Background: an optimization exercise with open tools, aiming at small area, a short achievable clock period and few clock cycles per item. Do not read the settings as production practice. In this exercise RTL edits were held to simulation tests only and were not proved equivalent to the original. Power and IR drop assume default switching activity.

<file path="design.v">
package tbeh_pkg;
	localparam int MAX_BINS_DEF   = 64;
	localparam int COUNT_BITS_DEF = 16;
	localparam int TIME_W      = 32;
	localparam int BOUND_W     = 40;
	localparam int BIN_COUNT_W = 7;
	localparam int OPCODE_W    = 2;
	localparam int BIN_IDX_W   = 6;
	localparam int COUNT_OUT_W = 24;
	localparam int CFG_IDX_W   = 2;
	localparam int CFG_DATA_W  = 32;
	localparam logic [OPCODE_W-1:0] OP_CLEAR = 2'd0;
	localparam logic [OPCODE_W-1:0] OP_ADD   = 2'd1;
	localparam logic [OPCODE_W-1:0] OP_READ  = 2'd2;
	localparam logic [OPCODE_W-1:0] OP_SPARE = 2'd3;
	localparam logic [CFG_IDX_W-1:0] CFG_START  = 2'd0;
	localparam logic [CFG_IDX_W-1:0] CFG_WIDTH  = 2'd1;
	localparam logic [CFG_IDX_W-1:0] CFG_COUNT  = 2'd2;
	localparam logic [CFG_IDX_W-1:0] CFG_FILTER = 2'd3;
	localparam logic [TIME_W-1:0]      RST_START = 32'd0;
	localparam logic [TIME_W-1:0]      RST_WIDTH = 32'd1;
	localparam logic [BIN_COUNT_W-1:0] RST_COUNT = 7'd50;
	typedef struct packed {
		logic clear;
		logic step;
	} cur_cmd_t;
	typedef struct packed {
		logic advance;
		logic in_range;
	} cur_stat_t;
endpackage
module tbeh_ram #(
	parameter int WIDTH = 32,
	parameter int DEPTH = 64,
	parameter int SW    = 8,
	parameter int SR    = 8,
	parameter int NQ    = 3
) (
	input  logic                     clk,
	input  logic                     arst_n,
	input  logic [NQ-1:0]            wv,        
	input  logic [NQ-1:0]            wload,     
	input  logic [5:0]               wbin_in,
	input  logic [NQ*WIDTH-1:0]      wdata,     
	output logic [NQ-1:0]            wdone,     
	output logic [NQ-1:0]            wtap_d,    
	input  logic                     rstart,    
	input  logic                     rnext,     
	output logic                     rhit,      
	output logic [WIDTH-1:0]         rdata
);
	localparam int KW = DEPTH / SW;
	localparam int KR = DEPTH / SR;
	localparam int LW = $clog2(SW);
	localparam int LR = $clog2(SR);
	logic [5:0]             ph_q;
	logic [DEPTH*WIDTH-1:0] ring_q;
	logic [DEPTH*WIDTH-1:0] ring_d;
	logic [5:0]             x_q [NQ];
	logic [5:0]             rx_q;
	logic [NQ-1:0]          at;
	logic [WIDTH-1:0]       wbus;
	logic [KW-1:0]          wtap;
	always_ff @(posedge clk or negedge arst_n) begin
		if (!arst_n) begin
			ph_q <= '0;
		end else begin
			ph_q <= ph_q + 6'd1;
		end
	end
	logic [5:0] x_d [NQ];
	always_comb begin
		for (int q = 0; q < NQ; q++) begin
			x_d[q]    = wload[q] ? (ph_q + 6'd1 - wbin_in) : (x_q[q] + 6'd1);
			wtap_d[q] = x_d[q][LW-1:0] == '0;
		end
	end
	always_ff @(posedge clk) begin
		for (int q = 0; q < NQ; q++) begin
			x_q[q] <= x_d[q];
		end
		if (rstart) begin
			rx_q <= ph_q;
		end else if (!rnext) begin
			rx_q <= rx_q + 6'd1;
		end
	end
	always_comb begin
		wbus = '0;
		wtap = '0;
		for (int q = 0; q < NQ; q++) begin
			at[q] = wv[q] && (x_q[q][LW-1:0] == '0);
			if (at[q]) begin
				wbus = wbus | wdata[q*WIDTH +: WIDTH];
			end
			for (int k = 0; k < KW; k++) begin
				if (at[q] && x_q[q][5:LW] == k) begin
					wtap[k] = 1'b1;
				end
			end
		end
	end
	assign wdone = at;
	always_comb begin
		ring_d = {ring_q[(DEPTH-1)*WIDTH-1:0], ring_q[DEPTH*WIDTH-1:(DEPTH-1)*WIDTH]};
		for (int k = 0; k < KW; k++) begin
			if (wtap[k]) begin
				ring_d[k*SW*WIDTH +: WIDTH] = wbus;
			end
		end
	end
	always_ff @(posedge clk) begin
		ring_q <= ring_d;
	end
	assign rhit = rx_q[LR-1:0] == '0;
	always_comb begin
		rdata = ring_q[WIDTH-1:0];
		for (int k = 1; k < KR; k++) begin
			if (rx_q[5:LR] == k) begin
				rdata = ring_q[k*SR*WIDTH +: WIDTH];
			end
		end
	end
endmodule
module tbeh_gt #(
	parameter int W = 32
) (
	input  logic [W-1:0] a,
	input  logic [W-1:0] b,
	output logic         gt,
	output logic         eq
);
	localparam int L = $clog2(W);
	logic [W-1:0] g [L+1];
	logic [W-1:0] e [L+1];
	always_comb begin
		g[0] = a & ~b;
		e[0] = ~(a ^ b);
		for (int l = 1; l <= L; l++) begin
			g[l] = '0;
			e[l] = '0;
			for (int i = 0; i < (W >> l); i++) begin
				g[l][i] = g[l-1][2*i+1] | (e[l-1][2*i+1] & g[l-1][2*i]);
				e[l][i] = e[l-1][2*i+1] & e[l-1][2*i];
			end
		end
		gt = g[L][0];
		eq = e[L][0];
	end
endmodule
module tbeh_add #(
	parameter int W = 32
) (
	input  logic [W-1:0] a,
	input  logic [W-1:0] b,
	output logic [W:0]   s
);
	localparam int L = $clog2(W);
	logic [W-1:0] g [L+1];
	logic [W-1:0] p [L+1];
	always_comb begin
		g[0] = a & b;
		p[0] = a ^ b;
		for (int l = 1; l <= L; l++) begin
			g[l] = g[l-1];
			p[l] = p[l-1];
			for (int i = 0; i < W; i++) begin
				if ((i >> (l - 1)) % 2 == 1) begin
					g[l][i] = g[l-1][i] | (p[l-1][i] & g[l-1][((i >> (l - 1)) << (l - 1)) - 1]);
					p[l][i] = p[l-1][i] & p[l-1][((i >> (l - 1)) << (l - 1)) - 1];
				end
			end
		end
		s[0] = p[0][0];
		for (int i = 1; i < W; i++) begin
			s[i] = p[0][i] ^ g[L][i-1];
		end
		s[W] = g[L][W-1];
	end
endmodule
module tbeh_cursor (
	input  logic        clk,
	input  logic        arst_n,
	input  logic        wr_width,    
	input  logic        clr0,        
	input  logic        shift,       
	input  logic        step,        
	input  logic [31:0] start_time,
	input  logic [31:0] bin_width,
	input  logic [31:0] cmp_time,    
	input  logic [6:0]  bins_used,
	output logic [8:0]  cmp,
	output logic        bounds_busy, 
	output logic        fix_busy,    
	output logic        in_range,    
	output logic        in_range2,   
	output logic        in_range_d,  
	output logic        in_range2_d,
	output logic [6:0]  cursor
);
	logic [6:0]  c_q;
	logic        ir_q, ir2_q;    
	logic [32:0] b_q, b2_q, b3_q;
	logic [32:0] add_s;
	logic [1:0]  fix_q;          
	logic [2:0]  gh, eh, gl;
	logic        half;
	tbeh_add #(.W(32)) u_add (
		.a (b3_q[31:0]),
		.b (bin_width),
		.s (add_s)
	);
	logic [32:0] bnd [3];
	assign bnd[0] = b_q;
	assign bnd[1] = b2_q;
	assign bnd[2] = b3_q;
	for (genvar j = 0; j < 3; j++) begin : g_cmp
		logic ghi, ehi, glo, elo;
		tbeh_gt #(.W(16)) u_hi (.a (cmp_time[31:16]), .b (bnd[j][31:16]), .gt (ghi), .eq (ehi));
		tbeh_gt #(.W(16)) u_lo (.a (cmp_time[15:0]),  .b (bnd[j][15:0]),  .gt (glo), .eq (elo));
		assign cmp[3*j +: 3] = {ghi && !bnd[j][32], ehi && !bnd[j][32], glo};
	end
	assign bounds_busy = wr_width || (fix_q != 2'd0);
	assign fix_busy    = fix_q != 2'd0;
	assign in_range    = ir_q;
	assign in_range2   = ir2_q;
	assign cursor      = c_q;
	assign half = (fix_q == 2'd1) || (fix_q == 2'd2);
	always_ff @(posedge clk or negedge arst_n) begin
		if (!arst_n) begin
			c_q   <= '0;
			b_q   <= 33'd1;
			fix_q <= 2'd3;
		end else begin
			if (wr_width || fix_q == 2'd3) begin
				fix_q <= 2'd1;
			end else if (fix_q == 2'd1) begin
				fix_q <= 2'd2;
			end else begin
				fix_q <= 2'd0;
			end
			if (clr0) begin
				c_q <= '0;
			end else if (step) begin
				c_q <= c_q + 7'd1;
			end
			if (shift) begin
				b_q <= b2_q;
			end
		end
	end
	always_comb begin
		if (clr0) begin
			in_range_d  = 1'b1;
			in_range2_d = bins_used > 7'd1;
		end else if (step) begin
			in_range_d  = ir2_q;
			in_range2_d = (c_q + 7'd2) < bins_used;
		end else begin
			in_range_d  = c_q < bins_used;
			in_range2_d = (c_q + 7'd1) < bins_used;
		end
	end
	always_ff @(posedge clk) begin
		ir_q  <= in_range_d;
		ir2_q <= in_range2_d;
		if (shift || half) begin
			b2_q <= b3_q;
		end
		if (clr0) begin
			b3_q <= {1'b0, start_time};
		end else if (wr_width || fix_q == 2'd3) begin
			b3_q <= b_q;
		end else if (shift || half) begin
			b3_q <= {add_s[32] | b3_q[32], add_s[31:0]};
		end
	end
endmodule
module time_binned_event_histogram #(
	parameter int MAX_BINS   = tbeh_pkg::MAX_BINS_DEF,
	parameter int COUNT_BITS = tbeh_pkg::COUNT_BITS_DEF
) (
	input  logic                                clk,
	input  logic                                arst_n,
	input  logic                                cfg_we,
	input  logic [tbeh_pkg::CFG_IDX_W-1:0]      cfg_index,
	input  logic [tbeh_pkg::CFG_DATA_W-1:0]     cfg_data,
	input  logic                                in_valid,
	output logic                                in_stall,
	input  logic [tbeh_pkg::OPCODE_W-1:0]       opcode,
	input  logic [tbeh_pkg::TIME_W-1:0]         event_time,
	input  logic                                passes_filter,
	output logic                                out_valid,
	input  logic                                out_stall,
	output logic [tbeh_pkg::BIN_IDX_W-1:0]      bin_index,
	output logic [tbeh_pkg::COUNT_OUT_W-1:0]    local_count,
	output logic [tbeh_pkg::COUNT_OUT_W-1:0]    global_count,
	output logic [tbeh_pkg::COUNT_OUT_W-1:0]    local_peak,
	output logic [tbeh_pkg::COUNT_OUT_W-1:0]    global_peak,
	output logic                                last_bin
);
	localparam int CB = 16;
	localparam logic [CB-1:0] CNT_MAX = '1;
	logic [31:0] start_q;
	logic [31:0] width_q;
	logic [6:0]  n_q;         
	logic        filter_q;
	logic [6:0]  n_wr;
	always_comb begin
		if (cfg_data[6:0] == 7'd0) begin
			n_wr = 7'd1;
		end else if (cfg_data[6:0] > 7'd64) begin
			n_wr = 7'd64;
		end else begin
			n_wr = cfg_data[6:0];
		end
	end
	always_ff @(posedge clk or negedge arst_n) begin
		if (!arst_n) begin
			start_q  <= 32'd0;
			width_q  <= 32'd1;
			n_q      <= 7'd50;
			filter_q <= 1'b0;
		end else begin
			if (cfg_we) begin
				case (cfg_index)
					tbeh_pkg::CFG_START:  start_q  <= cfg_data;
					tbeh_pkg::CFG_WIDTH:  width_q  <= cfg_data;
					tbeh_pkg::CFG_COUNT:  n_q      <= n_wr;
					default:              filter_q <= cfg_data[0];
				endcase
			end
		end
	end
	logic        m_v;
	logic [3:0]  m_opv;       
	logic [3:0]  m_opv_d;
	logic [3:0]  in_opv;
	logic [31:0] m_t;
	logic        m_p;
	logic [8:0]  m_cmp;              
	logic        m_c1, m_c2, m_c3;
	logic        m_k;                
	logic        m_cv;               
	logic [8:0]  cmp;
	logic [8:0]  m_cmp_d;
	logic        m_k_d, m_cv_d;
	logic        in_stall_q;         
	logic        bounds_busy;
	logic        fix_busy;
	logic        recmp;              
	logic        shift;
	logic [31:0] cmp_time;
	logic        m_done;
	logic        m_free;
	assign in_stall = in_stall_q;
	assign m_free   = !m_v || m_done;
	assign m_v = |m_opv;
	always_comb begin
		in_opv = '0;
		if (in_valid) begin
			in_opv[opcode] = 1'b1;
		end
	end
	assign m_opv_d = !in_stall_q ? in_opv : (m_done ? 4'd0 : m_opv);
	always_ff @(posedge clk or negedge arst_n) begin
		if (!arst_n) begin
			m_opv      <= '0;
			in_stall_q <= 1'b0;
		end else begin
			m_opv      <= m_opv_d;
			in_stall_q <= in_stall_d;
		end
	end
	assign cmp_time = recmp ? m_t : event_time;
	always_comb begin
		m_c1 = m_cmp[2] || (m_cmp[1] && m_cmp[0]);
		m_c2 = m_cmp[5] || (m_cmp[4] && m_cmp[3]);
		m_c3 = m_cmp[8] || (m_cmp[7] && m_cmp[6]);
	end
	assign m_cmp_d = (!in_stall_q || recmp) ? cmp : m_cmp;
	always_ff @(posedge clk) begin
		m_cmp <= m_cmp_d;
		if (!in_stall_q) begin
			m_t <= event_time;
			m_p <= passes_filter;
		end
	end
	logic        is_add, is_clr, is_rd, is_nop;
	logic [1:0]  clrph_q;     
	logic        clr1, clr2;
	logic        add_go;      
	logic        gt1, gt2, in_range, in_range2;
	logic        in_range_d, in_range2_d;
	logic        rd_active_d;
	logic [1:0]  clrph_d;
	logic        in_stall_d;
	logic [6:0]  cursor;
	logic        want_step, step, add_done, land, take;
	logic        wq_full;
	logic        rd_active_q;
	logic        rd_all_q;
	logic        out_free;
	logic        rd_start;
	logic        rd_chain;      
	logic        chain_q;       
	logic        pk_load;
	assign is_add = m_opv[tbeh_pkg::OP_ADD];
	assign is_clr = m_opv[tbeh_pkg::OP_CLEAR];
	assign is_rd  = m_opv[tbeh_pkg::OP_READ];
	assign is_nop = m_opv[tbeh_pkg::OP_SPARE];
	assign clr1 = is_clr && (clrph_q == 2'd0) && !rd_active_q && !fix_busy;
	assign clr2 = is_clr && (clrph_q != 2'd0);
	tbeh_cursor u_cursor (
		.clk         (clk),
		.arst_n      (arst_n),
		.wr_width    (cfg_we && (cfg_index == tbeh_pkg::CFG_WIDTH)),
		.clr0        (clr1),
		.shift       (shift),
		.step        (step),
		.start_time  (start_q),
		.bin_width   (width_q),
		.cmp_time    (cmp_time),
		.bins_used   (n_q),
		.cmp         (cmp),
		.bounds_busy (bounds_busy),
		.fix_busy    (fix_busy),
		.in_range    (in_range),
		.in_range2   (in_range2),
		.in_range_d  (in_range_d),
		.in_range2_d (in_range2_d),
		.cursor      (cursor)
	);
	assign recmp     = is_add && !m_cv;
	assign add_go    = is_add && m_cv;
	assign gt1       = m_k ? m_c2 : m_c1;
	assign gt2       = m_k ? m_c3 : m_c2;
	assign want_step = add_go && in_range && gt1;
	assign step      = want_step && !wq_full;
	assign shift     = step || clr2;
	assign add_done  = add_go && (!want_step || (step && !(gt2 && in_range2)));
	assign land      = add_done && (want_step ? in_range2 : in_range);
	assign take      = !filter_q || m_p;
	assign rd_start  = is_rd && !chain_q && (!rd_active_q || (rd_all_q && out_free));
	assign m_done    = is_nop || rd_start || (chain_q && out_free) ||
		(clr2 && clrph_q == 2'd3) || add_done;
	assign clrph_d = (clr1 || clr2) ? clrph_q + 2'd1 : clrph_q;
	always_ff @(posedge clk or negedge arst_n) begin
		if (!arst_n) begin
			clrph_q <= 2'd0;
		end else begin
			clrph_q <= clrph_d;
		end
	end
	always_comb begin
		m_k_d  = m_k;
		m_cv_d = m_cv;
		if (!in_stall_q || recmp) begin
			m_k_d  = shift;
			m_cv_d = !bounds_busy;
		end else if (step) begin
			m_k_d  = 1'b1;
			m_cv_d = !m_k;
		end
	end
	always_ff @(posedge clk) begin
		m_k  <= m_k_d;
		m_cv <= m_cv_d;
	end
	logic [CB-1:0] acc_l, acc_g, lpk, gpk;
	logic [CB-1:0] l_inc, g_inc;
	assign g_inc = acc_g + CB'(1);
	assign l_inc = acc_l + CB'(1);
	always_ff @(posedge clk or negedge arst_n) begin
		if (!arst_n) begin
			acc_l <= '0;
			acc_g <= '0;
			lpk   <= '0;
			gpk   <= '0;
		end else if (clr1) begin
			acc_l <= '0;
			acc_g <= '0;
			lpk   <= '0;
			gpk   <= '0;
		end else if (step) begin
			acc_g <= {{(CB-1){1'b0}}, land};
			acc_l <= {{(CB-1){1'b0}}, land && take};
			if (land && gpk == '0) begin
				gpk <= CB'(1);
			end
			if (land && take && lpk == '0) begin
				lpk <= CB'(1);
			end
		end else if (land) begin
			if (acc_g != CNT_MAX) begin
				acc_g <= g_inc;
				if (acc_g == gpk) begin
					gpk <= g_inc;
				end
			end
			if (take && acc_l != CNT_MAX) begin
				acc_l <= l_inc;
				if (acc_l == lpk) begin
					lpk <= l_inc;
				end
			end
		end
	end
	localparam int NQ = 3;
	logic [NQ-1:0]      wq_v;
	logic [NQ*2*CB-1:0] wq_data;
	logic [NQ-1:0]      wq_done;
	logic [NQ-1:0]      wq_free;
	logic [NQ-1:0]      wq_push;
	logic [NQ-1:0]      wq_v_d;
	logic [NQ-1:0]      wq_at_d;    
	assign wq_free = ~wq_v | wq_done;
	assign wq_full = wq_free == '0;
	always_comb begin
		wq_push = '0;
		for (int q = NQ - 1; q >= 0; q--) begin
			if (wq_free[q]) begin
				wq_push = '0;
				wq_push[q] = step;
			end
		end
	end
	assign wq_v_d = clr1 ? '0 : (wq_push | (wq_v & ~wq_done));
	always_ff @(posedge clk or negedge arst_n) begin
		if (!arst_n) begin
			wq_v <= '0;
		end else begin
			wq_v <= wq_v_d;
		end
	end
	always_ff @(posedge clk) begin
		for (int q = 0; q < NQ; q++) begin
			if (wq_free[q]) begin
				wq_data[q*2*CB +: 2*CB]  <= {acc_l, acc_g};
			end
		end
	end
	always_comb begin
		logic c1n, c2n, c3n, g1n, g2n, fulln, wantn, stepn, addn, donen;
		c1n   = m_cmp_d[2] || (m_cmp_d[1] && m_cmp_d[0]);
		c2n   = m_cmp_d[5] || (m_cmp_d[4] && m_cmp_d[3]);
		c3n   = m_cmp_d[8] || (m_cmp_d[7] && m_cmp_d[6]);
		g1n   = m_k_d ? c2n : c1n;
		g2n   = m_k_d ? c3n : c2n;
		fulln = (~wq_v_d | wq_at_d) == '0;
		wantn = m_cv_d && in_range_d && g1n;
		stepn = wantn && !fulln;
		addn  = m_cv_d && (!wantn || (stepn && !(g2n && in_range2_d)));
		donen = m_opv_d[tbeh_pkg::OP_SPARE] ||
			(m_opv_d[tbeh_pkg::OP_READ] && !rd_active_d) ||
			(m_opv_d[tbeh_pkg::OP_CLEAR] && clrph_d == 2'd3) ||
			(m_opv_d[tbeh_pkg::OP_ADD] && addn);
		in_stall_d = (m_opv_d != '0) && !donen;
	end
	logic [5:0]    rd_i_q;
	logic [6:0]    cs_q;
	logic [2*CB-1:0] accs_q;
	logic          rhit;
	logic [2*CB-1:0] rdata;
	logic          rd_load;
	logic          rd_last;
	logic [2*CB-1:0] rd_word;
	tbeh_ram #(
		.WIDTH (2 * CB),
		.DEPTH (64),
		.SW    (8),
		.SR    (8),
		.NQ    (NQ)
	) u_ram (
		.clk    (clk),
		.arst_n (arst_n),
		.wv      (wq_v),
		.wload   (wq_free),
		.wbin_in (cursor[5:0]),
		.wdata   (wq_data),
		.wdone   (wq_done),
		.wtap_d  (wq_at_d),
		.rstart  (rd_start || rd_chain),
		.rnext   (rd_load),
		.rhit    (rhit),
		.rdata  (rdata)
	);
	logic        out_valid_q;
	logic [5:0]  oidx_q;
	logic [CB-1:0] olcnt_q, ogcnt_q, olpk_q, ogpk_q;
	logic        olast_q;
	assign out_free = !out_valid_q || !out_stall;
	assign rd_load  = rd_active_q && !rd_all_q && rhit && out_free;
	assign rd_last  = {1'b0, rd_i_q} == (n_q - 7'd1);
	assign rd_word  = ({1'b0, rd_i_q} < cs_q) ? rdata :
		(({1'b0, rd_i_q} == cs_q) ? accs_q : '0);
	assign rd_chain    = is_rd && !chain_q && rd_load && rd_last;
	assign pk_load     = rd_start || (chain_q && out_free);
	assign rd_active_d = rd_start ? 1'b1 : ((rd_all_q && out_free) ? 1'b0 : rd_active_q);
	always_ff @(posedge clk or negedge arst_n) begin
		if (!arst_n) begin
			rd_active_q <= 1'b0;
			rd_all_q    <= 1'b0;
			chain_q     <= 1'b0;
			out_valid_q <= 1'b0;
		end else begin
			rd_active_q <= rd_active_d;
			if (rd_start) begin
				rd_all_q <= 1'b0;
			end else if (rd_load && rd_last && !rd_chain) begin
				rd_all_q <= 1'b1;
			end
			if (rd_chain) begin
				chain_q <= 1'b1;
			end else if (out_free) begin
				chain_q <= 1'b0;
			end
			if (rd_load) begin
				out_valid_q <= 1'b1;
			end else if (!out_stall) begin
				out_valid_q <= 1'b0;
			end
		end
	end
	always_ff @(posedge clk) begin
		if (rd_start || rd_chain) begin
			rd_i_q <= '0;
			cs_q   <= cursor;
			accs_q <= {acc_l, acc_g};
		end else if (rd_load) begin
			rd_i_q <= rd_i_q + 6'd1;
		end
		if (pk_load) begin
			olpk_q <= lpk;
			ogpk_q <= filter_q ? gpk : lpk;
		end
		if (rd_load) begin
			oidx_q  <= rd_i_q;
			olcnt_q <= rd_word[2*CB-1:CB];
			ogcnt_q <= rd_word[CB-1:0];
			olast_q <= rd_last;
		end
	end
	assign out_valid    = out_valid_q;
	assign bin_index    = oidx_q;
	assign local_count  = {8'd0, olcnt_q};
	assign global_count = {8'd0, ogcnt_q};
	assign local_peak   = {8'd0, olpk_q};
	assign global_peak  = {8'd0, ogpk_q};
	assign last_bin     = olast_q;
endmodule
</file>
<file path="constraint.sdc">
create_clock -name core_clock -period 7.0 [get_ports {clk}]
set_input_delay 1.4000 -clock core_clock [delete_from_list [all_inputs] [get_ports {clk}]]
set_output_delay 1.4000 -clock core_clock [all_outputs]
set_load 0.01 [all_outputs]
</file>
<file path="standard.sh">
#!/bin/bash
# synth_recipe.tcl (not shown) runs the flow's synth.tcl, then flattens the netlist and writes it again
# the make line also repeats each setting of config.mk as NAME=value (left out here)
make -C /OpenROAD-flow-scripts/flow DESIGN_CONFIG=/design/flow/config.mk WORK_HOME=/design/flow/orfs CLKGATE_MAP_FILE= SYNTH_SCRIPT=/design/flow/synth_recipe.tcl "${@:-finish}"
</file>
<file path="config.mk">
export PLATFORM = sky130hd
export DESIGN_NAME = time_binned_event_histogram
export DESIGN_NICKNAME = time_binned_event_histogram
export VERILOG_FILES = /design/flow/design.v
export SDC_FILE = /design/flow/constraint.sdc
export NUM_CORES = 4
export LEC_CHECK = 0
export ABC_AREA = 1
export CAP_MARGIN = 20
export CORE_MARGIN = 2
export CORE_UTILIZATION = 45
export CTS_CLUSTER_DIAMETER = 60
export CTS_CLUSTER_SIZE = 30
export SETUP_SLACK_MARGIN = 4.2
export SLEW_MARGIN = 20
</file>
<file path="flow/run.sh">
#!/bin/bash
# The standard layout with two changes: clock tree synthesis adds no dummy loads,
# and the port buffers are buf_2 cells (the default pick is a slower, larger delay
# buffer). Each tool's full output stays in ORFS's own logs under orfs/logs; make's
# output goes to flow_make.log in this folder.
set -euo pipefail
export CTS_ARGS="-sink_clustering_enable -repair_clock_nets -sink_clustering_size 30 -sink_clustering_max_diameter 60 -dont_use_dummy_load"
export BUFFER_PORTS_ARGS="-buffer_cell sky130_fd_sc_hd__buf_2"
bash standard.sh > flow_make.log 2>&1
</file>
==> results.txt, run 1 <==
The run finished with no timing, DRC or antenna violations. Leftover overflow at the end of global routing: 0. The synthesized netlist contains 68 unique library cells.

TritonCTS built the clock tree. The tools report the number of hold buffers added after CTS as 0. The clock period minus worst slack came out at 2.99 ns.

Final hold violation count: 0. The multi-input combinational cells in the finished layout cover a total of 0.0167 mm^2. Traced cell by cell, the critical path runs through buf_2. After filler insertion, the fill cell instance count of the layout stands at 14.0k. The tools report the wire length of the first global-routing pass as 236000 um.

Compared with the post-synthesis result, the final layout area differs by 12.1%. Of the available clock period, the critical path in the final layout requires 42.7%. Counting every instance in the synthesized netlist gives 5698. Summed over all cells, the static leakage comes to 35.0 nW.

Per report_power, the combinational group accounts for 18.1% of the total. Sorting the synthesized cells by area gives the leading types as dfxtp_1 (57%), edfxtp_1 (13%), dfrtp_1 (6.5%). For the number of antenna violations at the first check in global routing, the log shows 2. The largest single stage delay on the critical path is 0.57 ns. The number of setup violations in the final report is 0, and the latest clock arrival within the worst-skew pair is 0.82 ns. The data arrival time at the worst-slack endpoint was 1.59 ns; the proportion of register bits with asynchronous set or reset after synthesis was 7.63%. In the routed design, unresolved DRC markers number 0. Counting instances in the post-synthesis netlist gives the leading cell types as dfxtp_1 (2086), nand2_1 (883), inv_1 (359).

The setup skew after layout came out at 0.101 ns. Sequential elements use 75.9% of the synthesized area. The synthesized netlist devotes 4.92% of its cell area to compound gates.

Cell type of the slowest stage on the worst timing path: edfxtp_1. Each instance of the synthesized netlist takes up on average 12.9 um^2. For this run, the number of Yosys warnings is 13.

Counting along the longest clock path gives a buffer depth of 3. The number of synthesized flops with an enable pin is 310, and the number of H-tree branching levels is 4. The y dimension of the die works out to 409 um. The tools report the buffer cell driving the clock tree root as clkbuf_16. Summing the areas of all xor and xnor instances in the mapped netlist gives 0.760% of the synthesized area. The initial utilization of the core area, before any placement, comes to 45.3%. Worst setup path category: reg -> out.

The synthesized netlist occupies a cell area of 0.0738 mm^2. The count of nets left with antenna violations once routing finished came out at 0. The share of final-layout standard cells stronger than drive strength 1 came out at 15.3%.

The number of buffer and inverter instances along the worst setup path was 1. The endpoint kind of the worst setup timing path is an output pin. In this run the tightest slew margin relative to its limit is 33.7%.

The run gives 160000 um as the total wire length after detailed routing. In this design, the largest share of critical-path delay is due to flip-flops. The routed via count divided by cell count was 4.83. The global placer's final weighted congestion is 0.863. The number of port buffers was 146; the total number of vias was 39.4k. Final standard cell area without fillers: 0.0827 mm^2.

The floorplan has 148 rows. The width of the die was 409 um; the share of the synthesized area in the top cell type was 56.6%. The run gives 96700 um as the HPWL reported at the end of detailed placement.

TritonCTS created 142 clock buffers. The switching portion of total power came out at 28.3%. The run gives 0.0561 mm^2 as the sequential cell area. The tree built by TritonCTS fans out to 2594 sinks.

Kind of path behind the tightest hold check: reg -> reg. The pre-antenna-repair detailed-routing pass consisted of 6 iterations. Adder and majority cell fraction of the synthesized area: 3.11%. The standard cell core area was 0.163 mm^2. Entering global routing, the biggest net connects 109 pins. Internal power comes to 21.6 mW.

The average routed wire per standard cell works out to 19.6 um. The summed negative setup slack over all endpoints came out at 0 ns. The number of pins exceeding their max-slew limit in the final report came out at 0. The run gives 0.167 mm^2 as the area enclosed by the die boundary. The most area-hungry cell type in the Yosys netlist is dfxtp_1.

Static timing analysis puts the maximum clock frequency at 334 MHz. The simple-gate share of the synthesized area came out at 7.79%. In the synthesized netlist the dominant register cell turns out to be dfxtp_1. The part of the power in the clock network is 26.5%, and the max-capacitance violation count is 0. Data on the critical path is required at its endpoint by 5.60 ns. For the pin with the worst max-slew slack, the measured transition is 0.994 ns. For this design the top-level I/O count stands at 179. In this run the power spent charging and discharging nets is 8.53 mW. Of the total power, registers draw 55.4%. Dividing total power by cell area gives a power density of 364 mW/mm^2.

Worst reg-to-reg setup slack: 4.10 ns. The overall fraction of global-route tracks in use is 18.7%. Yosys instantiated no cell more often than dfxtp_1. The maximum fanout encountered on the critical timing path was 1; the number of design-rule violations left by the first detailed-router iteration was 2799. The fraction of synthesized area in multiplexers is 4.40%, and the post-detailed-placement cell area is 0.0771 mm^2. By area, the combinational part of the netlist is dominated by simple AND/OR/NAND/NOR gates.

The worst IR drop on VDD is 0.307 mV. The synthesized design contains 2594 register bits. STA classifies the critical path startpoint as a flop. Setup repair after global routing could not meet its margin everywhere.

Total number of nets in the final design: 6240. The via count of the first global-routing pass was 38.2k. After clock tree synthesis, the clock-pin slew on the worst setup and hold paths is 0.10 ns.
[layout by cell type, fill, tap and decap left out, types with 12 or more instances in the layout]
cell	netlist	layout
a21oi_1	175	163
buf_12	0	14
buf_2	34	144
buf_4	32	90
buf_6	4	17
clkbuf_16	0	147
conb_1	1	32
dfrtp_1	191	176
dfrtp_2	0	15
dfxtp_1	2086	2085
edfxtp_1	310	310
ha_1	174	162
ha_4	0	12
inv_1	359	346
mux2_2	251	251
mux2i_1	32	32
nand2_1	883	816
nand2_2	4	41
nand2_4	2	25
nand2_8	0	16
nand3_1	156	148
nand4_1	58	58
nor2_1	181	169
nor3_1	22	17
nor4_1	17	17
o21ai_0	342	330
o21ai_1	20	28
o21ai_2	10	14
o221ai_1	25	25
o22ai_1	19	19
xnor2_1	21	21
xor2_1	43	42
[layer usage]
layer | vias to the layer above | track usage (%) | part of all wire [%]
met5 | - | 0 | 0
met4 | 0 | 5.17 | 2.5
met3 | 228 | 2.77 | 4.5
met2 | 843 | 29.2 | 45
met1 | 19100 | 27.0 | 48
li1 | 19200 | - | -
[area by class of cell]
type | instances | area share [%]
inverter | 372 | 1.77
timing repair buffer | 280 | 2.61
clock buffer | 142 | 4.30
tap | 2175 | 3.29
multi-input combinational | 2595 | 20.2
sequential | 2594 | 67.8
timing repair inverter | 1 | 0.0106
antenna | 3 | 0.00908
[worst paths after layout]
check	from	to	cells past startpoint
min in group asynchronous	arst_n	lpk[3]	1
hold reg to reg	u_ram.ring_q[932]	u_ram.ring_q[964]	0
setup reg to reg	width_q[0]	u_cursor.b3_q[16]	18
max in group asynchronous	arst_n	acc_g[1]	2
setup / recovery	olcnt_q[10]	local_count[10]	1
hold / removal	u_ram.ring_q[932]	u_ram.ring_q[964]	0
[kinds of logic (layout without fill, tap and decap cells)]
group                      count (synthesis)  in the layout
muxes                                    292            292
other                                      1             35
AOI/OAI and AO/OA                        655            655
DFF                                     2594           2594
buffers and inverters                    550            795
adders and majority gates                180            180
and+or+nand+nor                         1362           1372
xor gates and xnor gates                  64             64
[flip-flops by register name, summed over array words and instances, names as in the netlist, 18 cells and up]
register / cells
u_cursor.b_q: 33
accs_q: 32
u_ram.x_q: 18
wq_data: 96
u_cursor.b2_q: 33
u_cursor.b3_q: 33
width_q: 32
u_ram.ring_q: 2048
m_t: 32
start_q: 32
[power by group through the flow]
stage / Combinational, mW / Clock (mW) / Sequential (mW)
finish: 5.44 / 7.98 / 16.7
global placement: 4.66 / 0 / 17.0
global route: 6.07 / 8.71 / 16.8
CTS: 5.06 / 8.19 / 16.7
floorplan: 3.17 / 0 / 16.8
detailed placement: 4.76 / 0 / 17.0
[metrics by stage]
step / instances / worst slack (ns) / util [%] / total power [mW] / hold WS, ns
2_1_floorplan: 5729 / 4.02 / - / 20.0 / 0.310
3_3_place_gp: 7917 / 2.79 / 47.4 / 21.7 / 0.310
3_5_place_dp: 7917 / 2.63 / 47.4 / 21.8 / 0.312
4_1_cts: 8109 / 3.96 / 50.1 / 30.0 / 0.253
5_1_grt: 8159 / 3.92 / 50.8 / 31.5 / 0.264
6_report: 8162 / 4.01 / 50.8 / 30.1 / 0.247
[what timing repair did]
item | CTS | global route
gates cloned | 8 | 10
resized for setup | 126 | 144
pin swaps | 26 | 29
buffers inserted | 42 | 40
setup endpoints to repair | 513 | 290
Testbench counts, summed over its fixed seeds: cycles 15,502, items 10,368.
==> inputs of run 2 (changes only) <==
--- a/config.mk
+++ b/config.mk
@@ -12,4 +12,4 @@
 export CTS_CLUSTER_DIAMETER = 60
 export CTS_CLUSTER_SIZE = 30
-export SETUP_SLACK_MARGIN = 4.2
+export SETUP_SLACK_MARGIN = 4.45
 export SLEW_MARGIN = 20
==> run 2 against run 1 <==
Effect of this change:
- still clean
- synthesized cell count unchanged
- clock-buffer cell count rose by 1
- die area is the same
- flip-flop and latch count stayed put
- worst hold slack better by 0.0064 ns
- global-route usage is 0.25 points higher
- via count rose by 1.3%
- critical path depth unchanged
- final area grew 1.9%
- synthesized area is the same
- register-to-register slack worse by 0.05 ns
- combinational power grew 13%
- critical path type unchanged
- highest routed layer is now met5
==> results.txt, run 2 <==
The flow ran to the end and the layout has no timing, DRC or antenna violations. The width of the die is 409 um (unchanged). Kind of path behind the tightest hold check: reg -> reg (unchanged).

The worst IR drop on VDD was 0.275 mV (was 0.307 mV); the maximum fanout encountered on the critical timing path was 1 (unchanged). Beginning of the worst hold path: u_ram.ring_q[67] (was u_ram.ring_q[932]). The layout overhead on the synthesized area came out at 14.3% (was 12.1%). Global placer's final weighted congestion: 0.893 (was 0.863).

The final period utilization is 42.9% (was 42.7%), and the average routed wire per standard cell is 19.9 um (was 19.6 um). The hold path endpoint is u_ram.ring_q[99] (was u_ram.ring_q[964]). The share of the synthesized area in the top cell type works out to 56.6% (unchanged). The dominant register cell in the synthesized netlist is dfxtp_1 (unchanged).

The endpoint kind of the worst setup timing path was an output pin (unchanged). For the final hold violation count, the log shows 0 (unchanged). The leakage power figure was 35.7 nW (was 35.0 nW); the clock transition time at the flip-flop clock pins of the worst setup and hold paths was 0.09 ns (was 0.10 ns). The proportion of register bits with asynchronous set or reset after synthesis is 7.63% (unchanged). Highest-count cells in the layout ignoring fill and taps: dfxtp_1 (2079), nand2_1 (805), inv_1 (345) (was dfxtp_1 (2085), nand2_1 (816), inv_1 (346)).

Post-synthesis register bit count: 2594 (unchanged). I/O pin count: 179 (unchanged). The delay contributed by the slowest stage of the critical path is 0.60 ns (was 0.57 ns).

The switching portion of total power was 28.8% (was 28.3%). The run gives 2587 (was 2799) as the number of design-rule violations left by the first detailed-router iteration. The total clock sinks came out at 2594 (unchanged). TritonCTS built the clock tree. Number of pins exceeding their max-slew limit in the final report: 0 (unchanged). The worst-case clock buffer depth is 3 (unchanged). For the largest net degree at the start of global routing, the log shows 73 (was 109). Cell-by-cell listing of the critical path: buf_2 (unchanged).

The run gives 96300 um (was 96700 um) as the HPWL reported at the end of detailed placement. The first-pass iteration count of the detailed router is 5 (was 6), and the max-capacitance violation count is 0 (unchanged). The minimum hold slack is 0.254 ns (was 0.247 ns), and the number of warnings printed during yosys synthesis is 13 (unchanged). The number of hold buffers added after CTS is 0 (unchanged), and the flip-flop count of the largest register, all copies and words added is 2048 (unchanged). The total number of nets in the final design came out at 6300 (was 6240). The area enclosed by the die boundary was 0.167 mm^2 (unchanged); the number of setup violations in the final report was 0 (unchanged).

The number of cell rows is 148 (unchanged). The number of cells traversed by the worst register-to-register path came out at 18 (unchanged). Setup repair after global routing could not meet its margin everywhere. Number of buffer and inverter instances along the worst setup path: 1 (unchanged). Part of the power in the clock network: 26.0% (was 26.5%). The cell area after synthesis was 0.0738 mm^2 (unchanged); the number of port buffers was 146 (unchanged). The worst hold path cell count was 0 (unchanged).

Critical register-to-register path endpoint: u_cursor.b3_q[16] (unchanged). The most frequent cell after synthesis is dfxtp_1 (unchanged). Cell types with the highest counts after synthesis: dfxtp_1 (2086), nand2_1 (883), inv_1 (359) (unchanged). The clock period minus worst slack was 3.00 ns (was 2.99 ns). CTS buffer count: 143 (was 142). The count of cell types in the netlist came out at 68 (unchanged). The number of synthesized flops with an enable pin is 310 (unchanged). Regs by FF count: u_ram.ring_q: 2048 flops, wq_data: 96 flops (unchanged). The number of nets with antenna violations after detailed routing is 0 (unchanged). The tools report the sequential area share after synthesis as 75.9% (unchanged). The register with the highest flop count is u_ram.ring_q (unchanged).

Total number of vias: 39.9k (was 39.4k). The data required time of the critical path is 5.60 ns (about the same), and the standard cell core area is 0.163 mm^2 (unchanged). The buffer cell driving the clock tree root is clkbuf_16 (unchanged). Most common cell after layout, fill and taps aside: dfxtp_1 (unchanged).

Cells taking the most area after synthesis: dfxtp_1 (57%), edfxtp_1 (13%), dfrtp_1 (6.5%) (unchanged). The run gives 0.0897 ns (was 0.101 ns) as the setup skew after layout. The number of antenna violations at the first check in global routing was 5 (was 2); the data arrival time at the worst-slack endpoint was 1.60 ns (was 1.59 ns). The slew at the pin closest to its max-slew limit works out to 0.966 ns (was 0.994 ns).

Effective utilization at floorplan: 45.3% (unchanged). The tools report the summed negative setup slack over all endpoints as 0 ns (unchanged). The share of final-layout standard cells stronger than drive strength 1 was 18.0% (was 15.3%). Most area-hungry cell type in the Yosys netlist: dfxtp_1 (unchanged). The cell type group with the largest total delay on the critical path is flip-flops (unchanged).

The y dimension of the die was 409 um (unchanged); the total internal power was 21.9 mW (was 21.6 mW). The cell type of the slowest stage on the worst timing path is edfxtp_1 (unchanged). For the combinational fraction of design power, the log shows 19.9% (was 18.1%). The post-synthesis area per instance is 12.9 um^2 (unchanged).

Number of instances in the synthesized netlist: 5698 (unchanged). The wire length of the first global-routing pass was 239000 um (was 236000 um); the total wire length after detailed routing was 163000 um (was 160000 um). The run gives 333 MHz (was 334 MHz) as the fmax. The latest clock arrival within the worst-skew pair is 0.78 ns (was 0.82 ns), and the via count of the first global-routing pass is 38.6k (was 38.2k).

The reg-to-reg startpoint was width_q[0] (unchanged). The category of the worst setup path launch point was a flop (unchanged). The worst max-slew margin expressed relative to the limit came out at 35.6% (was 33.7%). The tools report the leftover overflow at the end of global routing as 0 (unchanged). The detailed-route DRC error count was 0 (unchanged); the switching power was 8.86 mW (was 8.53 mW). The number of H-tree branching levels was 4 (unchanged). Worst setup path category: reg -> out (unchanged).

The routed via count divided by cell count is 4.85 (was 4.83), and the worst reg-to-reg setup slack is 4.05 ns (was 4.10 ns). The overall fraction of global-route tracks in use was 18.9% (was 18.7%). The ratio of total power to cell area works out to 365 mW/mm^2 (was 364 mW/mm^2).

The share of power burned in registers was 54.1% (was 55.4%).
## run 2: cell count changes in the layout (fill, tap and decap cells not counted), moves of 10 or more
cell	before	now
ha_1	162	152
buf_6	17	35
buf_12	14	26
nand3_2	9	44
nand3_4	3	18
nand2_1	816	805
o21ai_0	330	320
nand3_1	148	99
buf_4	90	113
## run 2: timing repair
action,4_1_cts,5_1_grt
pin swaps,60,97
resized for setup,218,242
cloned,21,9
setup buffers,65,65
endpoints found under the setup margin,661,373
## run 2: stage by stage
| stage | instance area, um^2 | instances | setup slack (ns) | power, mW | util (%) |
|---|---|---|---|---|---|
| 3_3_place_gp | 77200 | 7916 | 2.86 | 21.7 | 47.4 |
| 5_1_grt | 84300 | 8220 | 3.92 | 32.2 | 51.8 |
| 4_1_cts | 82600 | 8145 | 3.97 | 30.5 | 50.7 |
| 2_1_floorplan | 74200 | 5729 | 4.02 | 20.0 | - |
| 6_report | 84300 | 8220 | 4.00 | 30.8 | 51.8 |
| 3_5_place_dp | 77200 | 7916 | 2.75 | 21.8 | 47.4 |
## run 2: per-layer routing
metal  vias to the layer above  GRT usage, %  part of all wire, %
met3                       270          2.94                  4.4
met2                       915          29.3                   44
met1                     19400          27.3                   48
met5                         -             0               0.0049
li1                      19300             -                    -
met4                         2          5.92                  3.1
## run 2: area by class of cell
cell class / count / area (um^2)
Antenna cell: 1 / 2.50
Clock buffer: 143 / 3580
Fill cell: 13700 / 78500
Inverter: 372 / 1480
Multi-Input combinational cell: 2603 / 17600
Sequential cell: 2594 / 56100
Tap cell: 2175 / 2720
Timing Repair Buffer: 329 / 2860
Timing Repair inverter: 3 / 26.3
## run 2: logic make-up (layout without fill, tap and decap cells)
logic type,Yosys count,in the layout,synth area share (%)
flops,2594,2594,75.9
simple gates,1362,1380,7.79
buf+inv,550,847,3.06
other cells,1,33,0.00508
mux,292,292,4.40
fa+ha+maj,180,180,3.11
xor+xnor,64,64,0.760
compound gates,655,655,4.92
## run 2: how the worst max path moves through the flow
stage / startpoint / to / slack, ns / cells after the start
floorplan: out_stall / u_ram.rx_q[1] / 4.02 / 8
global placement: u_ram.x_q[1][0] / u_cursor.b3_q[7] / 2.86 / 15
detailed placement: u_ram.x_q[0][0] / u_cursor.b3_q[6] / 2.75 / 14
CTS: olcnt_q[10] / local_count[10] / 3.97 / 1
global route: olcnt_q[10] / local_count[10] / 3.92 / 1
finish: olcnt_q[10] / local_count[10] / 4.00 / 1
## run 2: power by group through the flow
stage,Sequential (mW),Combinational [mW],Clock [mW]
final,16.7,6.13,8.01
after global routing,16.8,6.72,8.71
after CTS,16.7,5.57,8.22
after detailed placement,17.0,4.81,0
after global placement,17.0,4.71,0
after floorplan,16.8,3.20,0
==> inputs of run 3 (changes only) <==
--- a/config.mk
+++ b/config.mk
@@ -9,7 +9,7 @@
 export CAP_MARGIN = 20
 export CORE_MARGIN = 2
-export CORE_UTILIZATION = 45
+export CORE_UTILIZATION = 40
 export CTS_CLUSTER_DIAMETER = 60
 export CTS_CLUSTER_SIZE = 30
-export SETUP_SLACK_MARGIN = 4.45
+export SETUP_SLACK_MARGIN = 4.3
 export SLEW_MARGIN = 20
==> run 3 against run 2 <==
Effect of this change:
- critical path type unchanged
- cell count rose by 2.7%
- power fell by 2.3%
- register-to-register slack improved by 0.06 ns
- worst hold slack improved by 0.013 ns
- sequential power barely moved
- combinational power fell by 9.3%
- worst setup slack improved by 0.060 ns
- highest routed layer is now met4
- die area rose by 12%
- critical endpoint is now global_count[8]
- flip-flop and latch count did not move
- clock skew fell by 0.0069 ns
- core utilization fell by 6.4 points
==> results.txt, run 3 <==
The sequential cell area was 0.0561 mm^2 (about the same). The y dimension of the die was 433 um (was 409 um). TritonCTS built the clock tree.

The total number of vias came out at 39.3k (was 39.9k). The total number of nets in the final design came out at 6233 (was 6300). The routed via count divided by cell count is 4.65 (was 4.85). Register with the highest flop count: u_ram.ring_q (unchanged). The number of buffer and inverter instances along the worst setup path was 1 (unchanged); the summed negative setup slack over all endpoints was 0 ns (unchanged). The tools report the number of cell rows as 157 (was 148).

The final period utilization works out to 42.0% (was 42.9%). The logs give 0.83 ns (was 0.78 ns) for the latest clock arrival within the worst-skew pair and 0 (unchanged) for the detailed-route DRC error count. The CTS buffer count is 138 (was 143). For the number of design-rule violations left by the first detailed-router iteration, the log shows 2340 (was 2587).

The number of synthesized flops with an enable pin came out at 310 (unchanged). The clock period minus worst slack was 2.94 ns (was 3.00 ns). The run gives 31.7% (was 35.6%) as the worst max-slew margin expressed relative to the limit. The most area-hungry cell type in the Yosys netlist is dfxtp_1 (unchanged).

Cell types with the highest counts after synthesis: dfxtp_1 (2086), nand2_1 (883), inv_1 (359) (unchanged). The cell area after synthesis came out at 0.0738 mm^2 (unchanged). The maximum fanout encountered on the critical timing path was 1 (unchanged); the final hold violation count was 0 (unchanged). The fmax is 340 MHz (was 333 MHz), and the post-synthesis register bit count is 2594 (unchanged).

The most frequent cell after synthesis is dfxtp_1 (unchanged). The worst setup path category was reg -> out (unchanged). The I/O pin count was 179 (unchanged); the post-detailed-placement cell area was 0.0774 mm^2 (was 0.0772 mm^2). The tools report the total area of multi-input combinational cells as 0.0169 mm^2 (was 0.0176 mm^2).

Number of port buffers: 146 (unchanged). The worst IR drop on VDD was 0.226 mV (was 0.275 mV). The share of final-layout standard cells stronger than drive strength 1 was 15.5% (was 18.0%). The minimum hold slack was 0.267 ns (was 0.254 ns); the final-layout fill cell count was 16.3k (was 13.7k). The leftover overflow at the end of global routing was 0 (unchanged). The cell type group with the largest total delay on the critical path is flip-flops (unchanged). The proportion of register bits with asynchronous set or reset after synthesis was 7.63% (unchanged).

The number of instances in the synthesized netlist is 5698 (unchanged). The reg-to-reg startpoint is width_q[0] (unchanged). The logs give 3 (unchanged) for the worst-case clock buffer depth and 240000 um (was 239000 um) for the wire length of the first global-routing pass. The global placer's final weighted congestion was 0.832 (was 0.893). The run gives 113 (was 73) as the largest net degree at the start of global routing.

Setup repair after global routing could not meet its margin everywhere. The source of the critical timing path is ogcnt_q[8] (was olcnt_q[10]). For the number of pins exceeding their max-slew limit in the final report, the log shows 0 (unchanged).

Highest-count cells in the layout ignoring fill and taps: dfxtp_1 (2084), nand2_1 (821), inv_1 (344) (was dfxtp_1 (2079), nand2_1 (805), inv_1 (345)). The tools report the data required time of the critical path as 5.60 ns (about the same). Cells taking the most area after synthesis: dfxtp_1 (57%), edfxtp_1 (13%), dfrtp_1 (6.5%) (unchanged).

Regs by FF count: u_ram.ring_q: 2048 flops, wq_data: 96 flops (unchanged). Beginning of the worst hold path: u_ram.ring_q[1344] (was u_ram.ring_q[67]). The first-pass iteration count of the detailed router came out at 5 (unchanged). The flip-flop count of the largest register, all copies and words added was 2048 (unchanged). The slew at the pin closest to its max-slew limit works out to 1.02 ns (was 0.966 ns). The run gives 0 (unchanged) as the number of setup violations in the final report. The run gives 9 (was 5) as the number of antenna violations at the first check in global routing. The category of the worst setup path launch point is a flop (unchanged).

The count of cell types in the netlist was 68 (unchanged); the setup skew after layout was 0.0828 ns (was 0.0897 ns). The number of warnings printed during yosys synthesis is 13 (unchanged), and the number of placed cells counting well taps is 8201 (was 7916). The cell type of the slowest stage on the worst timing path is edfxtp_1 (unchanged). Width of the die: 433 um (was 409 um). The run finished with no timing, DRC or antenna violations.

The tools report the max-capacitance violation count as 0 (unchanged). Via count of the first global-routing pass: 38.4k (was 38.6k). The final standard cell area without fillers came out at 0.0832 mm^2 (was 0.0843 mm^2). The dominant register cell in the synthesized netlist was dfxtp_1 (unchanged). The post-synthesis area per instance is 12.9 um^2 (unchanged). The leakage power figure was 35.1 nW (was 35.7 nW); the share of the synthesized area in the top cell type was 56.6% (unchanged).

The run gives 17.1% (was 18.9%) as the overall fraction of global-route tracks in use. The most common cell after layout, fill and taps aside was dfxtp_1 (unchanged). The average routed wire per standard cell was 19.1 um (was 19.9 um); the effective utilization at floorplan was 40.3% (was 45.3%). The total wire length after detailed routing is 162000 um (was 163000 um), and the delay contributed by the slowest stage of the critical path is 0.54 ns (was 0.60 ns). Layout overhead on the synthesized area: 12.8% (was 14.3%). Cell-by-cell listing of the critical path: buf_6 (was buf_2).

Area enclosed by the die boundary: 0.188 mm^2 (was 0.167 mm^2). The final total power is 30.1 mW (was 30.8 mW), and the HPWL reported at the end of detailed placement is 98100 um (was 96300 um). The number of hold buffers added after CTS came out at 0 (unchanged).

The tools report the endpoint kind of the worst setup timing path as an output pin (unchanged). Kind of path behind the tightest hold check: reg -> reg (unchanged). Buffer cell driving the clock tree root: clkbuf_16 (unchanged). The number of nets with antenna violations after detailed routing came out at 0 (unchanged). The data arrival time at the worst-slack endpoint was 1.54 ns (was 1.60 ns). The count of non-filler cells in the finished layout came out at 8444 (was 8220). The standard cell core area was 0.183 mm^2 (was 0.163 mm^2).

The ratio of total power to cell area was 362 mW/mm^2 (was 365 mW/mm^2). The run gives 75.9% (unchanged) as the sequential area share after synthesis. The clock transition time at the flip-flop clock pins of the worst setup and hold paths is 0.10 ns (was 0.09 ns), and the number of H-tree branching levels is 4 (unchanged). For the total clock sinks, the log shows 2594 (unchanged).
[run 3: cell type report]
class | instances | share of cell area, %
multi-input combinational | 2596 | 20.3
inverter | 372 | 1.75
sequential | 2594 | 67.4
antenna | 3 | 0.00902
timing repair buffer | 277 | 2.77
tap | 2464 | 3.70
clock buffer | 138 | 4.15
[run 3: logic make-up (layout without fill, tap and decap cells)]
family,after synthesis,after routing,synth area share [%]
flip-flops,2594,2594,75.9
AO/OA/AOI/OAI,655,655,4.92
AND/OR/NAND/NOR,1362,1373,7.79
XOR/XNOR,64,64,0.760
buffers and inverters,550,787,3.06
other,1,35,0.00508
adder cells (fa/ha/maj),180,180,3.11
multiplexers,292,292,4.40
[run 3: path summary, 6_finish.rpt]
| check | to | slack [ns] | cells past startpoint |
|---|---|---|---|
| min reg2reg | u_ram.ring_q[1376] | 0.27 | 0 |
| min in group asynchronous | acc_l[6] | 0.64 | 1 |
| max | global_count[8] | 4.06 | 1 |
| min | u_ram.ring_q[1376] | 0.27 | 0 |
| max in group asynchronous | u_cursor.b_q[30] | 4.78 | 2 |
| max reg2reg | u_cursor.b3_q[16] | 4.11 | 18 |
[run 3: routing by layer]
metal  GRT usage [%]  part of all wire, %  vias to the layer above
li1                -                    -                    19200
met1            23.1                   46                    19100
met2            28.2                   47                      791
met3            2.40                  3.6                      252
met4            5.49                  3.0                        0
met5               0                    0                        -
[run 3: what timing repair did]
item / in CTS / in global routing
cloned: 11 / 9
setup buffers: 49 / 33
pin swaps: 40 / 35
setup endpoints to repair: 611 / 434
gates resized for setup: 181 / 133
[run 3: where the power goes]
group / internal [mW] / switching, mW
Sequential: 16.1 / 0.579
Clock: 3.51 / 4.36
Combinational: 1.94 / 3.62
[run 3: per-stage QoR]
stage / setup WS (ns) / util (%)
2_1_floorplan: 4.02 / -
3_3_place_gp: 2.74 / 42.2
3_5_place_dp: 2.63 / 42.2
4_1_cts: 3.97 / 44.9
5_1_grt: 3.99 / 45.4
6_report: 4.06 / 45.4
==> inputs of run 4 (changes only) <==
--- a/config.mk
+++ b/config.mk
@@ -9,7 +9,8 @@
 export CAP_MARGIN = 20
 export CORE_MARGIN = 2
-export CORE_UTILIZATION = 40
+export CORE_UTILIZATION = 45
 export CTS_CLUSTER_DIAMETER = 60
 export CTS_CLUSTER_SIZE = 30
+export GPL_ROUTABILITY_DRIVEN = 0
 export SETUP_SLACK_MARGIN = 4.3
 export SLEW_MARGIN = 20
==> run 4 against run 3 <==
Effect of this change:
- synthesized area did not move
- sequential power barely moved
- maximum frequency rose by 2.4%
- largest cell class unchanged
- non-clock buffer count rose by 3
==> results.txt, run 4 <==
The run finished with no timing, DRC or antenna violations. The worst setup path category was reg -> out (unchanged). The effective utilization at floorplan was 45.3% (was 40.3%); the max-capacitance violation count was 0 (unchanged). Cell-by-cell listing of the critical path: buf_6 (unchanged).

Cell types with the highest counts after synthesis: dfxtp_1 (2086), nand2_1 (883), inv_1 (359) (unchanged). The most area-hungry cell type in the Yosys netlist is dfxtp_1 (unchanged). The post-synthesis area per instance was 12.9 um^2 (unchanged). The number of port buffers works out to 146 (unchanged). The width of the die was 409 um (was 433 um). The hold path endpoint was u_ram.ring_q[708] (was u_ram.ring_q[1376]). The depth of the critical timing path with buffers and inverters included works out to 1 (unchanged). The setup skew after layout was 0.0893 ns (was 0.0828 ns); the fmax was 348 MHz (was 340 MHz). Worst reg-to-reg setup slack: 4.15 ns (was 4.11 ns). The logs give 39.6k (was 39.3k) for the total number of vias and 8162 (was 8444) for the count of non-filler cells in the finished layout.

Cell type group with the largest total delay on the critical path: flip-flops (unchanged). The beginning of the worst hold path is u_ram.ring_q[676] (was u_ram.ring_q[1344]). The share of the synthesized area in compound gates (AO/OA/AOI/OAI) is 4.92% (unchanged). The tools report the reg-to-reg startpoint as width_q[0] (unchanged). The number of warnings printed during yosys synthesis came out at 13 (unchanged). The tools report the total clock sinks as 2594 (unchanged). The I/O pin count came out at 179 (unchanged).

The first-pass iteration count of the detailed router came out at 5 (unchanged). The tools report the final hold violation count as 0 (unchanged). The delay contributed by the slowest stage of the critical path was 0.50 ns (was 0.54 ns); the total wire length after detailed routing was 161000 um (was 162000 um). The average routed wire per standard cell is 19.7 um (was 19.1 um), and the leakage power figure is 35.2 nW (was 35.1 nW). The slew at the pin closest to its max-slew limit was 0.843 ns (was 1.02 ns); the latest clock arrival within the worst-skew pair was 0.81 ns (was 0.83 ns). The overall fraction of global-route tracks in use came out at 18.8% (was 17.1%). Buffer cell driving the clock tree root: clkbuf_16 (unchanged). The data required time of the critical path is 5.60 ns (about the same), and the worst hold path cell count is 0 (unchanged). Total number of nets in the final design: 6239 (was 6233). The register with the highest flop count was u_ram.ring_q (unchanged).

The tools report the leftover overflow at the end of global routing as 0 (unchanged). Number of pins exceeding their max-slew limit in the final report: 0 (unchanged). The simple-gate share of the synthesized area is 7.79% (unchanged). The final period utilization was 41.0% (was 42.0%). The most common cell after layout, fill and taps aside is dfxtp_1 (unchanged).

The run gives 2771 (was 2340) as the number of design-rule violations left by the first detailed-router iteration. The number of buffer and inverter instances along the worst setup path works out to 1 (unchanged). The area enclosed by the die boundary came out at 0.167 mm^2 (was 0.188 mm^2). The tools report the count of cell types in the netlist as 68 (unchanged).

Worst-case clock buffer depth: 3 (unchanged). The sequential area share after synthesis is 75.9% (unchanged). Source of the critical timing path: olpk_q[9] (was ogcnt_q[8]).

Cell type of the slowest stage on the worst timing path: edfxtp_1 (unchanged). The wire length of the first global-routing pass was 238000 um (was 240000 um). The most frequent cell after synthesis was dfxtp_1 (unchanged). The share of final-layout standard cells stronger than drive strength 1 was 16.3% (was 15.5%). The number of H-tree branching levels came out at 4 (unchanged).

The worst max-slew margin expressed relative to the limit was 43.7% (was 31.7%). The logs give 1.47 ns (was 1.54 ns) for the data arrival time at the worst-slack endpoint and 138 (unchanged) for the CTS buffer count. Highest-count cells in the layout ignoring fill and taps: dfxtp_1 (2082), nand2_1 (813), inv_1 (343) (was dfxtp_1 (2084), nand2_1 (821), inv_1 (344)). The post-synthesis register bit count was 2594 (unchanged).

The endpoint kind of the worst setup timing path is an output pin (unchanged). The critical register-to-register path endpoint was u_cursor.b3_q[16] (unchanged). The via count of the first global-routing pass was 38.8k (was 38.4k); the y dimension of the die was 409 um (was 433 um). Proportion of register bits with asynchronous set or reset after synthesis: 7.63% (unchanged). The standard cell core area is 0.163 mm^2 (was 0.183 mm^2), and the adder and majority cell fraction of the synthesized area is 3.11% (unchanged). Cells taking the most area after synthesis: dfxtp_1 (57%), edfxtp_1 (13%), dfrtp_1 (6.5%) (unchanged). The cell area after synthesis came out at 0.0738 mm^2 (unchanged).

The number of synthesized flops with an enable pin is 310 (unchanged), and the clock period minus worst slack is 2.87 ns (was 2.94 ns). Number of placed cells counting well taps: 7914 (was 8201). The share of the synthesized area in the top cell type is 56.6% (unchanged). The run gives 74 (was 113) as the largest net degree at the start of global routing.

The number of cells traversed by the worst register-to-register path is 18 (unchanged), and the number of hold buffers added after CTS is 0 (unchanged). The flip-flop count of the largest register, all copies and words added works out to 2048 (unchanged). The summed negative setup slack over all endpoints is 0 ns (unchanged), and the clock transition time at the flip-flop clock pins of the worst setup and hold paths is 0.10 ns (about the same). Largest family of logic cells by synthesized area: simple AND/OR/NAND/NOR gates (unchanged).

The run gives 0 (unchanged) as the number of setup violations in the final report. The category of the worst setup path launch point is a flop (unchanged). The number of antenna violations at the first check in global routing is 6 (was 9).

The tools report the number of nets with antenna violations after detailed routing as 0 (unchanged). TritonCTS built the clock tree. The dominant register cell in the synthesized netlist was dfxtp_1 (unchanged). The kind of path behind the tightest hold check is reg -> reg (unchanged). Highest metal layer used by the detailed router: met4 (unchanged).

Regs by FF count: u_ram.ring_q: 2048 flops, wq_data: 96 flops (unchanged). The worst IR drop on VDD is 0.233 mV (was 0.226 mV). Setup repair after global routing could not meet its margin everywhere. The layout overhead on the synthesized area was 12.8% (about the same); the wire length on met2 was 72400 um (was 76500 um). The area share of xor/xnor cells in the synthesized design was 0.760% (unchanged). The maximum fanout encountered on the critical timing path was 1 (unchanged); the number of instances in the synthesized netlist was 5698 (unchanged). The run gives 95700 um (was 98100 um) as the HPWL reported at the end of detailed placement. The routed via count divided by cell count is 4.85 (was 4.65), and the fraction of synthesized area in multiplexers is 4.40% (unchanged).

The number of cell rows is 148 (was 157). The tools report the met1 layer wirelength in the final routing as 75200 um (was 74300 um). For the routed length on met3, the log shows 7920 um (was 5800 um). For the detailed-route DRC error count, the log shows 0 (unchanged). The ratio of total power to cell area works out to 364 mW/mm^2 (was 362 mW/mm^2).
[run 4: cell counts after synthesis]
No cell type changed its count.
[run 4: report_power, final]
part           switching, mW  internal (mW)
clock                   4.33           3.51
sequential             0.598           16.1
combinational           3.73           2.00
[run 4: kinds of logic (layout without fill, tap and decap cells)]
kind of cell               after synthesis  after routing
other                                    1             36
and+or+nand+nor                       1362           1376
DFF                                   2594           2594
xor gates and xnor gates                64             64
muxes                                  292            292
AOI/OAI and AO/OA                      655            655
adders and majority gates              180            180
buffers and inverters                  550            790
[run 4: how the worst max path moves through the flow]
stage	end	slack, ns
2_1_floorplan	u_ram.rx_q[1]	4.02
3_3_place_gp	u_cursor.b3_q[30]	2.77
3_5_place_dp	u_cursor.b3_q[29]	2.65
4_1_cts	local_peak[9]	4.03
5_1_grt	u_cursor.b3_q[16]	4.02
6_report	local_peak[9]	4.13
[run 4: what timing repair did]
| action | 4_1_cts | 5_1_grt |
|---|---|---|
| pin swaps | 89 | 48 |
| buffers inserted | 44 | 38 |
| endpoints found under the setup margin | 605 | 403 |
| hold endpoints to repair | 0 | 0 |
| cloned | 14 | 9 |
| gates resized for setup | 268 | 110 |
[run 4: per-layer routing]
metal	global-route usage, %	vias up
met5	0	-
met4	6.26	0
met3	2.93	284
met2	29.8	981
met1	26.4	19200
li1	-	19200
[run 4: layout make-up]
| cell class | count | area, um^2 |
|---|---|---|
| Tap cell | 2175 | 2720 |
| Clock buffer | 138 | 3450 |
| Antenna cell | 4 | 10.0 |
| Multi-Input combinational cell | 2599 | 17200 |
| Sequential cell | 2594 | 56100 |
| Inverter | 372 | 1450 |
| Timing Repair Buffer | 280 | 2340 |
| Fill cell | 13900 | 79600 |
[run 4: through the flow]
step           worst slack [ns]  hold slack (ns)  util, %  power [mW]  cell area [um^2]
3_5_place_dp               2.65            0.312     47.3        21.8             77100
2_1_floorplan              4.02            0.310        -        20.0             74100
3_3_place_gp               2.77            0.310     47.3        21.6             77100
4_1_cts                    4.03            0.236     50.6        30.2             82300
5_1_grt                    4.02            0.243     51.1        31.7             83200
6_report                   4.13            0.239     51.1        30.3             83200
==> inputs of run 5 (changes only) <==
--- a/config.mk
+++ b/config.mk
@@ -12,5 +12,4 @@
 export CTS_CLUSTER_DIAMETER = 60
 export CTS_CLUSTER_SIZE = 30
-export GPL_ROUTABILITY_DRIVEN = 0
 export SETUP_SLACK_MARGIN = 4.3
 export SLEW_MARGIN = 20
==> run 5 against run 4 <==
Effect of this change:
- final area decreased by 0.76%
- core utilization decreased by 0.39 points
- synthesized cell count unchanged
- clock-buffer cell count is the same
- register-to-register slack better by 0.04 ns
- non-clock buffer count is 1 lower
- first-iteration DRC count down 1.7%
- critical endpoint is now local_count[14]
- worst setup slack lost 0.044 ns
- highest routed layer is now met5
- clock skew down 0.010 ns
==> results.txt, run 5 <==
The global-route track usage on met3 was 2.93% (about the same). The fmax came out at 343 MHz (was 348 MHz). Max-capacitance violation count: 0 (unchanged). Dominant register cell in the synthesized netlist: dfxtp_1 (unchanged). The clock transition time at the flip-flop clock pins of the worst setup and hold paths was 0.10 ns (about the same). The most area-hungry cell type in the Yosys netlist was dfxtp_1 (unchanged).

The minimum hold slack was 0.262 ns (was 0.239 ns); the data required time of the critical path was 5.60 ns (about the same). The worst hold path cell count is 0 (unchanged). Highest-count cells in the layout ignoring fill and taps: dfxtp_1 (2084), nand2_1 (844), inv_1 (344) (was dfxtp_1 (2082), nand2_1 (813), inv_1 (343)).

The width of the die works out to 409 um (unchanged). The y dimension of the die is 409 um (unchanged). The number of design-rule violations left by the first detailed-router iteration was 2724 (was 2771).

The layer with the highest usage was met2 (unchanged). The timing endpoint of the critical path is local_count[14] (was local_peak[9]). The depth of the critical timing path with buffers and inverters included is 1 (unchanged), and the standard cell core area is 0.163 mm^2 (unchanged). Worst-case clock buffer depth: 3 (unchanged). The tools report the leftover overflow at the end of global routing as 0 (unchanged).

The number of pins exceeding their max-slew limit in the final report was 0 (unchanged). The slew at the pin closest to its max-slew limit is 0.927 ns (was 0.843 ns). The flip-flop count of the largest register, all copies and words added is 2048 (unchanged). The HPWL reported at the end of detailed placement is 95900 um (was 95700 um), and the I/O pin count is 179 (unchanged). The logs give 0.167 mm^2 (unchanged) for the area enclosed by the die boundary and 0.859 for the global placer's final weighted congestion.

The number of synthesized flops with an enable pin was 310 (unchanged); the share of the synthesized area in compound gates (AO/OA/AOI/OAI) was 4.92% (unchanged). Sequential area share after synthesis: 75.9% (unchanged). The run gives 45.3% (unchanged) as the effective utilization at floorplan. Ratio of total power to cell area: 363 mW/mm^2 (was 364 mW/mm^2).

The latest clock arrival within the worst-skew pair is 0.80 ns (was 0.81 ns). Post-synthesis register bit count: 2594 (unchanged). Number of antenna violations at the first check in global routing: 4 (was 6).

The logs give 0 ns (unchanged) for the summed negative setup slack over all endpoints and 1.52 ns (was 1.47 ns) for the data arrival time at the worst-slack endpoint. The post-synthesis area per instance is 12.9 um^2 (unchanged), and the total number of nets in the final design is 6237 (was 6239). The worst max-slew margin expressed relative to the limit came out at 38.2% (was 43.7%). Regs by FF count: u_ram.ring_q: 2048 flops, wq_data: 96 flops (unchanged). The delay contributed by the slowest stage of the critical path is 0.55 ns (was 0.50 ns). The cell type group with the largest total delay on the critical path was flip-flops (unchanged). Cell type of the slowest stage on the worst timing path: edfxtp_1 (unchanged).

TritonCTS built the clock tree. The maximum fanout encountered on the critical timing path is 1 (unchanged), and the total wire length after detailed routing is 159000 um (was 161000 um). The via count of the first global-routing pass was 38.8k (about the same). The most frequent cell after synthesis was dfxtp_1 (unchanged). The fraction of the core area covered by cells at the end of the flow is 50.7% (was 51.1%). Buffer cell driving the clock tree root: clkbuf_16 (unchanged).

Simple-gate share of the synthesized area: 7.79% (unchanged). The category of the worst setup path launch point was a flop (unchanged). The average routed wire per standard cell came out at 19.5 um (was 19.7 um). The flow ran to the end and the layout has no timing, DRC or antenna violations.

The adder and majority cell fraction of the synthesized area was 3.11% (unchanged). Most common cell after layout, fill and taps aside: dfxtp_1 (unchanged). The tools report the largest net degree at the start of global routing as 70 (was 74). Cells taking the most area after synthesis: dfxtp_1 (57%), edfxtp_1 (13%), dfrtp_1 (6.5%) (unchanged). For the leakage power figure, the log shows 35.0 nW (was 35.2 nW). Final period utilization: 41.7% (was 41.0%). The total number of vias was 39.5k (was 39.6k). Setup repair after global routing could not meet its margin everywhere.

For the final hold violation count, the log shows 0 (unchanged). The fraction of met2 tracks used by global routing was 29.2% (was 29.8%). The number of buffer and inverter instances along the worst setup path is 1 (unchanged), and the area share of xor/xnor cells in the synthesized design is 0.760% (unchanged). The tools report the number of H-tree branching levels as 4 (unchanged). Worst setup path category: reg -> out (unchanged).

The logs give 0 (unchanged) for the number of setup violations in the final report and 0 (unchanged) for the number of hold buffers added after CTS. The cell area after synthesis was 0.0738 mm^2 (unchanged).
==> run 5: cell count changes in the layout (fill, tap and decap cells not counted), moves of 6 or more <==
cell     previous run  this run
o21ai_0           328       334
nand2_2            44        23
nand3_2            35        13
ha_1              155       168
buf_6              29        35
nor2_1            166       172
nor2_2             13         6
nand3_1           109       138
nand3_4            17         9
nand2_4            30        22
ha_4               19         5
buf_4              85        92
nand2_1           813       844
buf_2             134       127
==> run 5: layout make-up <==
type | count | area, um^2
clock buffer | 138 | 3450
multi-input combinational | 2598 | 16600
fill | 13900 | 80200
timing repair buffer | 279 | 2270
antenna | 1 | 2.50
tap | 2175 | 2720
sequential | 2594 | 56100
inverter | 372 | 1460
==> run 5: cell families (layout without fill, tap and decap cells) <==
| kind of cell | after synthesis | after routing |
|---|---|---|
| flip-flops | 2594 | 2594 |
| adder cells (fa/ha/maj) | 180 | 180 |
| AO/OA/AOI/OAI | 655 | 655 |
| XOR/XNOR | 64 | 64 |
| other | 1 | 33 |
| buffers and inverters | 550 | 789 |
| AND/OR/NAND/NOR | 1362 | 1375 |
| multiplexers | 292 | 292 |
==> run 5: power by group <==
part / internal (mW) / total, mW / switching (mW)
sequential: 16.1 / 16.7 / 0.573
clock: 3.51 / 7.88 / 4.36
combinational: 1.89 / 5.47 / 3.59
total: 21.5 / 30.0 / 8.52
==> run 5: worst min path at each step <==
| stage | startpoint | to | slack, ns |
|---|---|---|---|
| floorplan | u_ram.ring_q[968] | u_ram.ring_q[1000] | 0.31 |
| global placement | u_ram.ring_q[956] | u_ram.ring_q[988] | 0.31 |
| detailed placement | u_ram.ring_q[1072] | u_ram.ring_q[1104] | 0.31 |
| CTS | u_ram.ring_q[708] | u_ram.ring_q[740] | 0.26 |
| global route | u_ram.ring_q[708] | u_ram.ring_q[740] | 0.26 |
| finish | u_ram.ring_q[708] | u_ram.ring_q[740] | 0.26 |
==> run 5: per-stage QoR <==
stage / worst slack (ns) / cell area (um^2) / instances
finish: 4.08 / 82600 / 8157
global route: 4.04 / 82600 / 8157
CTS: 4.04 / 81700 / 8112
detailed placement: 2.60 / 77100 / 7916
global placement: 2.72 / 77100 / 7916
floorplan: 4.02 / 74100 / 5729
==> run 5: per-layer routing <==
layer / vias up / part of all wire, %
met5: - / 0.0044
met4: 2 / 2.8
met3: 257 / 4.7
met2: 937 / 45
met1: 19200 / 48
li1: 19200 / -
==> run 5: repair_timing <==
| item | CTS | global route |
|---|---|---|
| cloned | 10 | 11 |
| buffers inserted | 48 | 33 |
| endpoints found under the setup margin | 600 | 485 |
| pin swaps | 25 | 33 |
| gates resized for setup | 147 | 120 |
